This is an optimization exercise on Yosys and OpenROAD, whose aim is a short achievable clock period and few clock cycles per item, not a production implementation. In this exercise RTL edits were held to simulation tests only and were not proved equivalent to the original. Power is estimated from default activity; no workload was simulated.

==> flow/run.sh <==
#!/bin/bash
# synth_recipe.tcl (not shown) runs the flow's synth.tcl, then flattens the netlist and writes it again
# the make line also repeats each setting of config.mk as NAME=value (left out here)
make -C /OpenROAD-flow-scripts/flow DESIGN_CONFIG=/design/flow/config.mk WORK_HOME=/design/flow/orfs CLKGATE_MAP_FILE= SYNTH_SCRIPT=/design/flow/synth_recipe.tcl finish
==> flow/config.mk <==
export PLATFORM = sky130hd
export DESIGN_NAME = multicycle_datapath
export DESIGN_NICKNAME = multicycle_datapath
export VERILOG_FILES = /design/flow/design.v
export SDC_FILE = /design/flow/constraint.sdc
export NUM_CORES = 4
export LEC_CHECK = 0
export CAP_MARGIN = 20
export CORE_MARGIN = 2
export CORE_UTILIZATION = 40
export SLEW_MARGIN = 20
==> flow/constraint.sdc <==
create_clock -name core_clock -period 10.0 [get_ports {clk}]
set_input_delay 2.0000 -clock core_clock [delete_from_list [all_inputs] [get_ports {clk}]]
set_output_delay 2.0000 -clock core_clock [all_outputs]
set_load 0.01 [all_outputs]
==> flow/design.v <==
module multicycle_datapath #(
  parameter int PC_W       = 9,
  parameter int INS_W      = 32,
  parameter int RF_ADDRESS = 5,
  parameter int DATA_W     = 64,
  parameter int DM_ADDRESS = 9,
  parameter int ALU_CC_W   = 4
) (
  input  logic                  clk,
  input  logic                  reset,
  output logic                  imem_req,
  output logic [PC_W-1:0]       imem_addr,
  input  logic                  imem_ready,
  input  logic [INS_W-1:0]      imem_rdata,
  output logic                  dmem_req,
  output logic                  dmem_we,
  output logic [DM_ADDRESS-1:0] dmem_addr,
  output logic [DATA_W-1:0]     dmem_wdata,
  input  logic                  dmem_ready,
  input  logic [DATA_W-1:0]     dmem_rdata,
  output logic                  retire,
  output logic                  illegal,
  output logic [PC_W-1:0]       pc_out
);
  typedef enum logic [2:0] {
    S_FETCH, S_DECODE, S_EXEC, S_MEM, S_WB, S_HALT
  } state_t;
  localparam logic [6:0] OP_R   = 7'b0110011;
  localparam logic [6:0] OP_IMM = 7'b0010011;
  localparam logic [6:0] OP_LD  = 7'b0000011;
  localparam logic [6:0] OP_ST  = 7'b0100011;
  localparam logic [6:0] OP_BR  = 7'b1100011;
  localparam logic [ALU_CC_W-1:0] ALU_AND = ALU_CC_W'(0);
  localparam logic [ALU_CC_W-1:0] ALU_OR  = ALU_CC_W'(1);
  localparam logic [ALU_CC_W-1:0] ALU_ADD = ALU_CC_W'(2);
  localparam logic [ALU_CC_W-1:0] ALU_SUB = ALU_CC_W'(6);
  localparam logic [ALU_CC_W-1:0] ALU_SLT = ALU_CC_W'(7);
  localparam int NREG = 2 ** RF_ADDRESS;
  state_t state_q, state_d;
  logic [PC_W-1:0]   pc_q, pc_d;
  logic [INS_W-1:0]  ir_q, ir_d;
  logic [DATA_W-1:0] a_q, a_d, b_q, b_d;
  logic [DATA_W-1:0] imm_q, imm_d;
  logic [DATA_W-1:0] aluout_q, aluout_d;
  logic [DATA_W-1:0] mdr_q, mdr_d;
  logic              illegal_q, illegal_d;
  logic              imem_req_q, imem_req_d;
  logic              dmem_req_q, dmem_req_d;
  logic              dmem_we_q, dmem_we_d;
  logic [PC_W-1:0]   old_pc_q, old_pc_d;
  logic              is_beq;
  logic [DATA_W-1:0] rf_q [NREG];
  logic [6:0] opc, f7;
  logic [2:0] f3;
  logic [RF_ADDRESS-1:0] rs1, rs2, rd;
  logic r_base, r_alt;
  logic is_r, is_addi, is_ld, is_sd, legal;
  logic [ALU_CC_W-1:0] alu_cc;
  logic [DATA_W-1:0] rs1_val, rs2_val, imm_sel;
  logic [DATA_W-1:0] alu_b, alu_res, wb_data;
  assign opc = ir_q[6:0];
  assign f3  = ir_q[14:12];
  assign f7  = ir_q[31:25];
  assign rd  = RF_ADDRESS'(ir_q[11:7]);
  assign rs1 = RF_ADDRESS'(ir_q[19:15]);
  assign rs2 = RF_ADDRESS'(ir_q[24:20]);
  assign r_base = (opc == OP_R) && (f7 == 7'b0000000);
  assign r_alt  = (opc == OP_R) && (f7 == 7'b0100000);
  always_comb begin
    is_r    = 1'b0;
    is_addi = 1'b0;
    is_ld   = 1'b0;
    is_sd   = 1'b0;
    is_beq  = 1'b0;
    alu_cc  = ALU_ADD;
    unique case (1'b1)
      r_base && f3 == 3'b000: is_r = 1'b1;
      r_alt && f3 == 3'b000: begin
        is_r = 1'b1; alu_cc = ALU_SUB;
      end
      r_base && f3 == 3'b111: begin
        is_r = 1'b1; alu_cc = ALU_AND;
      end
      r_base && f3 == 3'b110: begin
        is_r = 1'b1; alu_cc = ALU_OR;
      end
      r_base && f3 == 3'b010: begin
        is_r = 1'b1; alu_cc = ALU_SLT;
      end
      opc == OP_IMM && f3 == 3'b000: is_addi = 1'b1;
      opc == OP_LD && f3 == 3'b011: is_ld = 1'b1;
      opc == OP_ST && f3 == 3'b011: is_sd = 1'b1;
      opc == OP_BR && f3 == 3'b000: begin
        is_beq = 1'b1; alu_cc = ALU_SUB;
      end
      default: ;
    endcase
  end
  assign legal = is_r | is_addi | is_ld | is_sd | is_beq;
  assign rs1_val = (rs1 == '0) ? '0 : rf_q[rs1];
  assign rs2_val = (rs2 == '0) ? '0 : rf_q[rs2];
  always_comb begin
    imm_sel = {{(DATA_W-12){ir_q[31]}}, ir_q[31:20]};
    if (is_sd)
      imm_sel = {{(DATA_W-12){ir_q[31]}}, ir_q[31:25], ir_q[11:7]};
    if (is_beq)
      imm_sel = {{(DATA_W-13){ir_q[31]}}, ir_q[31], ir_q[7],
                 ir_q[30:25], ir_q[11:8], 1'b0};
  end
  assign alu_b = (is_addi | is_ld | is_sd) ? imm_q : b_q;
  always_comb begin
    alu_res = '0;
    unique case (alu_cc)
      ALU_AND: alu_res = a_q & alu_b;
      ALU_OR:  alu_res = a_q | alu_b;
      ALU_ADD: alu_res = a_q + alu_b;
      ALU_SUB: alu_res = a_q - alu_b;
      ALU_SLT: alu_res = {{(DATA_W-1){1'b0}},
                          $signed(a_q) < $signed(alu_b)};
      default: alu_res = '0;
    endcase
  end
  assign wb_data = is_ld ? mdr_q : aluout_q;
  always_comb begin
    state_d   = state_q;
    pc_d      = pc_q;
    ir_d      = ir_q;
    a_d       = a_q;
    b_d       = b_q;
    imm_d     = imm_q;
    aluout_d  = aluout_q;
    mdr_d     = mdr_q;
    illegal_d = illegal_q;
    retire    = 1'b0;
    old_pc_d  = old_pc_q;
    unique case (state_q)
      S_FETCH: begin
        if (imem_req_q && imem_ready) begin
          ir_d    = imem_rdata;
          pc_d    = pc_q + PC_W'(4);
          state_d = S_DECODE;
          old_pc_d = pc_q;
        end
      end
      S_DECODE: begin
        a_d   = rs1_val;
        b_d   = rs2_val;
        imm_d = imm_sel;
        if (legal) begin
          state_d = S_EXEC;
        end else begin
          state_d   = S_HALT;
          illegal_d = 1'b1;
        end
      end
      S_EXEC: begin
        aluout_d = alu_res;
        state_d  = S_WB;
        if (is_ld || is_sd)
          state_d = S_MEM;
        if (is_beq) begin
          if (a_q == b_q)
            pc_d = old_pc_q + imm_q[PC_W-1:0];
          state_d = S_FETCH;
          retire  = 1'b1;
        end
      end
      S_MEM: begin
        if (dmem_req_q && dmem_ready) begin
          if (is_ld) begin
            mdr_d   = dmem_rdata;
            state_d = S_WB;
          end else begin
            state_d = S_FETCH;
            retire  = 1'b1;
          end
        end
      end
      S_WB: begin
        state_d = S_FETCH;
        retire  = 1'b1;
      end
      S_HALT: ;
      default: state_d = S_HALT;
    endcase
  end
  assign imem_req_d = (state_d == S_FETCH);
  assign dmem_req_d = (state_d == S_MEM);
  assign dmem_we_d  = (state_d == S_MEM) && is_sd;
  always_ff @(posedge clk) begin
    if (reset) begin
      state_q    <= S_FETCH;
      pc_q       <= '0;
      ir_q       <= '0;
      a_q        <= '0;
      b_q        <= '0;
      imm_q      <= '0;
      aluout_q   <= '0;
      mdr_q      <= '0;
      illegal_q  <= 1'b0;
      imem_req_q <= 1'b0;
      dmem_req_q <= 1'b0;
      dmem_we_q  <= 1'b0;
      old_pc_q   <= '0;
    end else begin
      state_q    <= state_d;
      pc_q       <= pc_d;
      ir_q       <= ir_d;
      a_q        <= a_d;
      b_q        <= b_d;
      imm_q      <= imm_d;
      aluout_q   <= aluout_d;
      mdr_q      <= mdr_d;
      illegal_q  <= illegal_d;
      imem_req_q <= imem_req_d;
      dmem_req_q <= dmem_req_d;
      dmem_we_q  <= dmem_we_d;
      old_pc_q   <= old_pc_d;
    end
  end
  always_ff @(posedge clk) begin
    if (reset) begin
      for (int i = 0; i < NREG; i++)
        rf_q[i] <= '0;
    end else if (state_q == S_WB && rd != '0) begin
      rf_q[rd] <= wb_data;
    end
  end
  assign imem_req   = imem_req_q;
  assign imem_addr  = pc_q;
  assign dmem_req   = dmem_req_q;
  assign dmem_we    = dmem_we_q;
  assign dmem_addr  = aluout_q[DM_ADDRESS-1:0];
  assign dmem_wdata = b_q;
  assign illegal    = illegal_q;
  assign pc_out     = pc_q;
endmodule
==> impl_metrics.tcl <==
set metrics [dict create \
    run_status "timing/DRC/antenna clean" \
    worstReg2RegStart "ir_q[2]$_SDFFE_PP0P_" \
    initial_utilization_pct 40.20 \
    reg2reg_to "aluout_q[60]$_SDFFE_PP0P_" \
    clk_pin_slew_worst_paths_ps 60 \
    critPathLaunchType "register" \
    timing.fmax_mhz 155.8 \
    holdPathEnd "ir_q[0]$_SDFFE_PP0P_" \
    num-nets-final 9762 \
    drt-initial-drc-count 13443 \
    clock_latency_ps 900 \
    die_w_microns 566.4 \
    syn_inst 9633 \
    cts-hold-fix-buffers 0 \
    port_buffers 195 \
    critPathRequiredTime_ps 10690 \
    timing.clock.skew_ps 71.06 \
    hold_violations 0 \
    ant_nets 0 \
    ir_worst_vdd_v 0.0001152 \
    whs_path_depth 2 \
    syn_to_final_growth_pct 12.25 \
    antenna_violations_before_repair 11 \
    final_cell_count_no_fill 13822 \
    finalWorstSetupSlack_ps 3580 \
    synth.distinct_cells 95 \
    share_of_the_cycle_needed_by_the_critical_path_after_routing_pct 64.20 \
    min-delay-path-class "reg2reg" \
    number_of_placed_i_o_pins 196 \
    gp_routability_congestion 0.9189 \
    vias_per_cell 6.465 \
    placement.cell_area_sq_um 133400 \
    slew_headroom_pct 17.94 \
    n_fill_cell 27787 \
    crit_path_end_kind "register" \
    firstDrtPassIters 8 \
    min-delay-start "ir_q[0]$_SDFFE_PP0P_" \
    synth_ff_type "sky130_fd_sc_hd__edfxtp_1" \
    route.detailed.drc 0 \
    final_core_util_pct 45.13 \
    yosysWarnings 1 \
    post_route_cells_drive_above_1_share_pct 21.58 \
    place.detailed.instances 13330 \
    grt_pass1_vias 88439 \
    core_area_sq_um 314700 \
    multi_input_comb_area_sq_um 55200 \
    clock_tree.root_cell "sky130_fd_sc_hd__clkbuf_16" \
    netlist_area_sq_um 126500 \
    grt_pass1_wl_mm 681.6 \
    hold_ws_ps 459.0 \
    cts-htree-levels 5 \
    synth_enable_flop_cells 2048 \
    worst-slew-pin-transition_ps 1197 \
    yosys.area.top_type "sky130_fd_sc_hd__edfxtp_1" \
    wirelength_mm 489.5 \
    leakagePower_nw 45.08 \
    wire_per_inst_microns 35.41 \
    setup_buffers_after_cts 0 \
    synth_async_sr_flop_share_pct 0 \
    finalInstanceArea_sq_um 142000 \
    grt_setup_unrepaired "false" \
    syn_avg_cell_area_sq_um 13.13 \
    setup_viol_count_final 0 \
    fp.dieArea_sq_um 320800 \
    place.detailed.hpwl_mm 301.9 \
    cts_made_buffers 271 \
    reg2regPathDepth 22 \
    grt_max_degree 139 \
    setup_tns_ps 0 \
    max_cap_violations 0 \
    floorplan.die.height_microns 566.4 \
    synth.yosys.seq_area_share_pct 53.93 \
    timing.reg2reg.setup_slack_ps 3580 \
    cts_buffer_depth 4 \
    netlist_top_cells_area "sky130_fd_sc_hd__edfxtp_1 49%, sky130_fd_sc_hd__mux4_2 23%, sky130_fd_sc_hd__nor2_1 7.3%" \
    register_area_sq_um 68260 \
    synth_top_area_share_pct 48.61 \
    globalRoute.totalOverflow 0 \
    grtUsageTotal_pct 29.94 \
    data_arrival_time_of_the_critical_path_ps 7110 \
    clock_sink_count 2384 \
    cts_tree "done" \
    post_cts_resized 0 \
    via_count 89355 \
    rows 206 \
    yosys_register_bits 2384 \
    worst_slack_placed_ps 3645 \
    post-layout-total-power_mw 24.47 \
    critical_path_class "reg2reg" \
    worstPathMaxFanout 37 \
    power-per-cell-area_nw_per_um2 172.3 \
    min_period_ps 6420 \
    fin_max_slew_vios 0 \
]
routing by layer:
layer	up-vias	GRT usage [%]	share of wire (%)
met3	1139	7.653	12
met2	6213	47.69	47
met5	-	0	0.013
li1	35712	-	-
met1	46283	38.82	36
met4	8	12.84	4.9
synth_stat cells (11+ instances only):
master / count
sky130_fd_sc_hd__a211oi_1: 26
sky130_fd_sc_hd__a21o_1: 31
sky130_fd_sc_hd__a21oi_1: 504
sky130_fd_sc_hd__a221o_1: 23
sky130_fd_sc_hd__a221oi_1: 11
sky130_fd_sc_hd__a311oi_1: 36
sky130_fd_sc_hd__a31oi_1: 18
sky130_fd_sc_hd__and3_1: 12
sky130_fd_sc_hd__buf_1: 133
sky130_fd_sc_hd__buf_2: 23
sky130_fd_sc_hd__buf_4: 22
sky130_fd_sc_hd__clkbuf_1: 772
sky130_fd_sc_hd__dfxtp_1: 336
sky130_fd_sc_hd__edfxtp_1: 2048
sky130_fd_sc_hd__ha_1: 208
sky130_fd_sc_hd__inv_1: 199
sky130_fd_sc_hd__mux2i_1: 205
sky130_fd_sc_hd__mux4_2: 1280
sky130_fd_sc_hd__nand2_1: 522
sky130_fd_sc_hd__nand2b_1: 48
sky130_fd_sc_hd__nand3_1: 39
sky130_fd_sc_hd__nand4_1: 23
sky130_fd_sc_hd__nor2_1: 2473
sky130_fd_sc_hd__nor2b_1: 12
sky130_fd_sc_hd__nor3_1: 69
sky130_fd_sc_hd__nor4_1: 41
sky130_fd_sc_hd__o211ai_1: 22
sky130_fd_sc_hd__o21ai_0: 127
sky130_fd_sc_hd__o21bai_1: 34
sky130_fd_sc_hd__o221ai_1: 20
sky130_fd_sc_hd__o31ai_1: 31
sky130_fd_sc_hd__xnor2_1: 52
sky130_fd_sc_hd__xor2_1: 52
state kept, by name (all words and copies together), names as in the netlist, named ones only:
signal / cells
dmem_req_q: 1
imm_q: 13
mdr_q: 64
ir_q: 32
aluout_q: 64
imem_req_q: 1
rf_q: 2048
pc_q: 9
dmem_we_q: 1
illegal_q: 1
old_pc_q: 9
a_q: 64
b_q: 64
state_q: 3
cells in the final DEF, fill, tap and decap left out, types with 64 or more instances in the layout:
cell type	count
sky130_fd_sc_hd__nor3_1	69
sky130_fd_sc_hd__clkbuf_16	277
sky130_fd_sc_hd__nor2_1	2472
sky130_fd_sc_hd__clkbuf_1	65
sky130_fd_sc_hd__o21ai_0	126
sky130_fd_sc_hd__mux4_2	1280
sky130_fd_sc_hd__nand2_1	489
sky130_fd_sc_hd__edfxtp_1	2048
sky130_fd_sc_hd__mux2i_1	140
sky130_fd_sc_hd__inv_1	199
sky130_fd_sc_hd__clkdlybuf4s50_1	194
sky130_fd_sc_hd__a21oi_1	503
sky130_fd_sc_hd__buf_4	209
sky130_fd_sc_hd__ha_1	208
sky130_fd_sc_hd__conb_1	64
sky130_fd_sc_hd__dfxtp_1	326
worst max-delay path, cell delays in order (launching register included):
cell and delay, ps:
sky130_fd_sc_hd__dfxtp_1 320, sky130_fd_sc_hd__nor2_1 110, sky130_fd_sc_hd__nand3_1 200, sky130_fd_sc_hd__nor3_1 360, sky130_fd_sc_hd__o21ai_4 90, sky130_fd_sc_hd__buf_4 290
sky130_fd_sc_hd__inv_1 440, sky130_fd_sc_hd__nand2_2 110, sky130_fd_sc_hd__buf_4 280, sky130_fd_sc_hd__nand2_1 160, sky130_fd_sc_hd__inv_1 70, sky130_fd_sc_hd__ha_1 590
sky130_fd_sc_hd__inv_1 120, sky130_fd_sc_hd__a21oi_1 160, sky130_fd_sc_hd__o311ai_1 180, sky130_fd_sc_hd__a221oi_2 650, sky130_fd_sc_hd__nor4_4 120, sky130_fd_sc_hd__o2111ai_1 490
sky130_fd_sc_hd__a22oi_1 330, sky130_fd_sc_hd__a221oi_2 460, sky130_fd_sc_hd__o21ai_0 130, sky130_fd_sc_hd__a2111oi_0 460, sky130_fd_sc_hd__nor4_1 90
cells by family (layout without fill, tap and decap cells):
| family | Yosys count | in the layout | synth area share (%) |
|---|---|---|---|
| xor+xnor | 104 | 104 | 0.7200 |
| fa+ha+maj | 211 | 211 | 2.105 |
| simple gates | 3301 | 3301 | 10.41 |
| flops | 2384 | 2384 | 53.93 |
| compound gates | 992 | 992 | 4.909 |
| mux | 1485 | 1485 | 24.41 |
| buf+inv | 1155 | 1119 | 3.521 |
| other cells | 1 | 66 | 0.002964 |
worst max-delay path by stage:
stage | startpoint | endpoint | slack, ps | cells after the start
global placement | reset | rf_q[11][33]$_SDFFCE_PN0P_ | 2950 | 6
floorplan | reset | rf_q[24][0]$_SDFFCE_PN0P_ | 4450 | 6
detailed placement | ir_q[2]$_SDFFE_PP0P_ | aluout_q[60]$_SDFFE_PP0P_ | 3640 | 22
CTS | ir_q[2]$_SDFFE_PP0P_ | aluout_q[60]$_SDFFE_PP0P_ | 3600 | 22
finish | ir_q[2]$_SDFFE_PP0P_ | aluout_q[60]$_SDFFE_PP0P_ | 3580 | 22
global route | ir_q[2]$_SDFFE_PP0P_ | aluout_q[60]$_SDFFE_PP0P_ | 3260 | 22
layout make-up:
cell class                 count  area share, %
clock buffer                 346          5.067
antenna                        2       0.003524
timing repair buffer         433          2.895
tap                         4160          3.665
clock inverter               136         0.8925
inverter                     204         0.5392
multi-input combinational   6157          38.87
sequential                  2384          48.07
where the power goes:
group | switching [mW] | internal (mW) | leakage, nW
sequential | 0.271 | 11.1 | 23.8
combinational | 1.96 | 1.29 | 17.1
clock | 4.27 | 5.58 | 4.11
Testbench counts, summed over its fixed seeds: cycles 187,442, instrs 48,000.

port drivers added, routing unchanged:
In the flow no input, the clock included, has a driving cell. The finished layout below was timed again as built, in two steps. Step 1, drivers: a clkbuf_16 drives clk and a buf_2 each remaining input, both assumed. Step 2 also shifts input and output timing later by t, the mid clock arrival at the registers, as if the neighbouring blocks saw the same clock. Slacks: no drivers / after step 1 / after step 2; pairs: no drivers / after step 1.
t (ns): 0.965
slack for setup (ns): 3.580 / 3.580 / 3.580
hold slack, ns: 0.459 / 0.459 / 0.459
After both steps this run still meets setup and hold. The setup slack of this run moves by 0.000 ns with the drivers and by 0.000 ns with both steps.
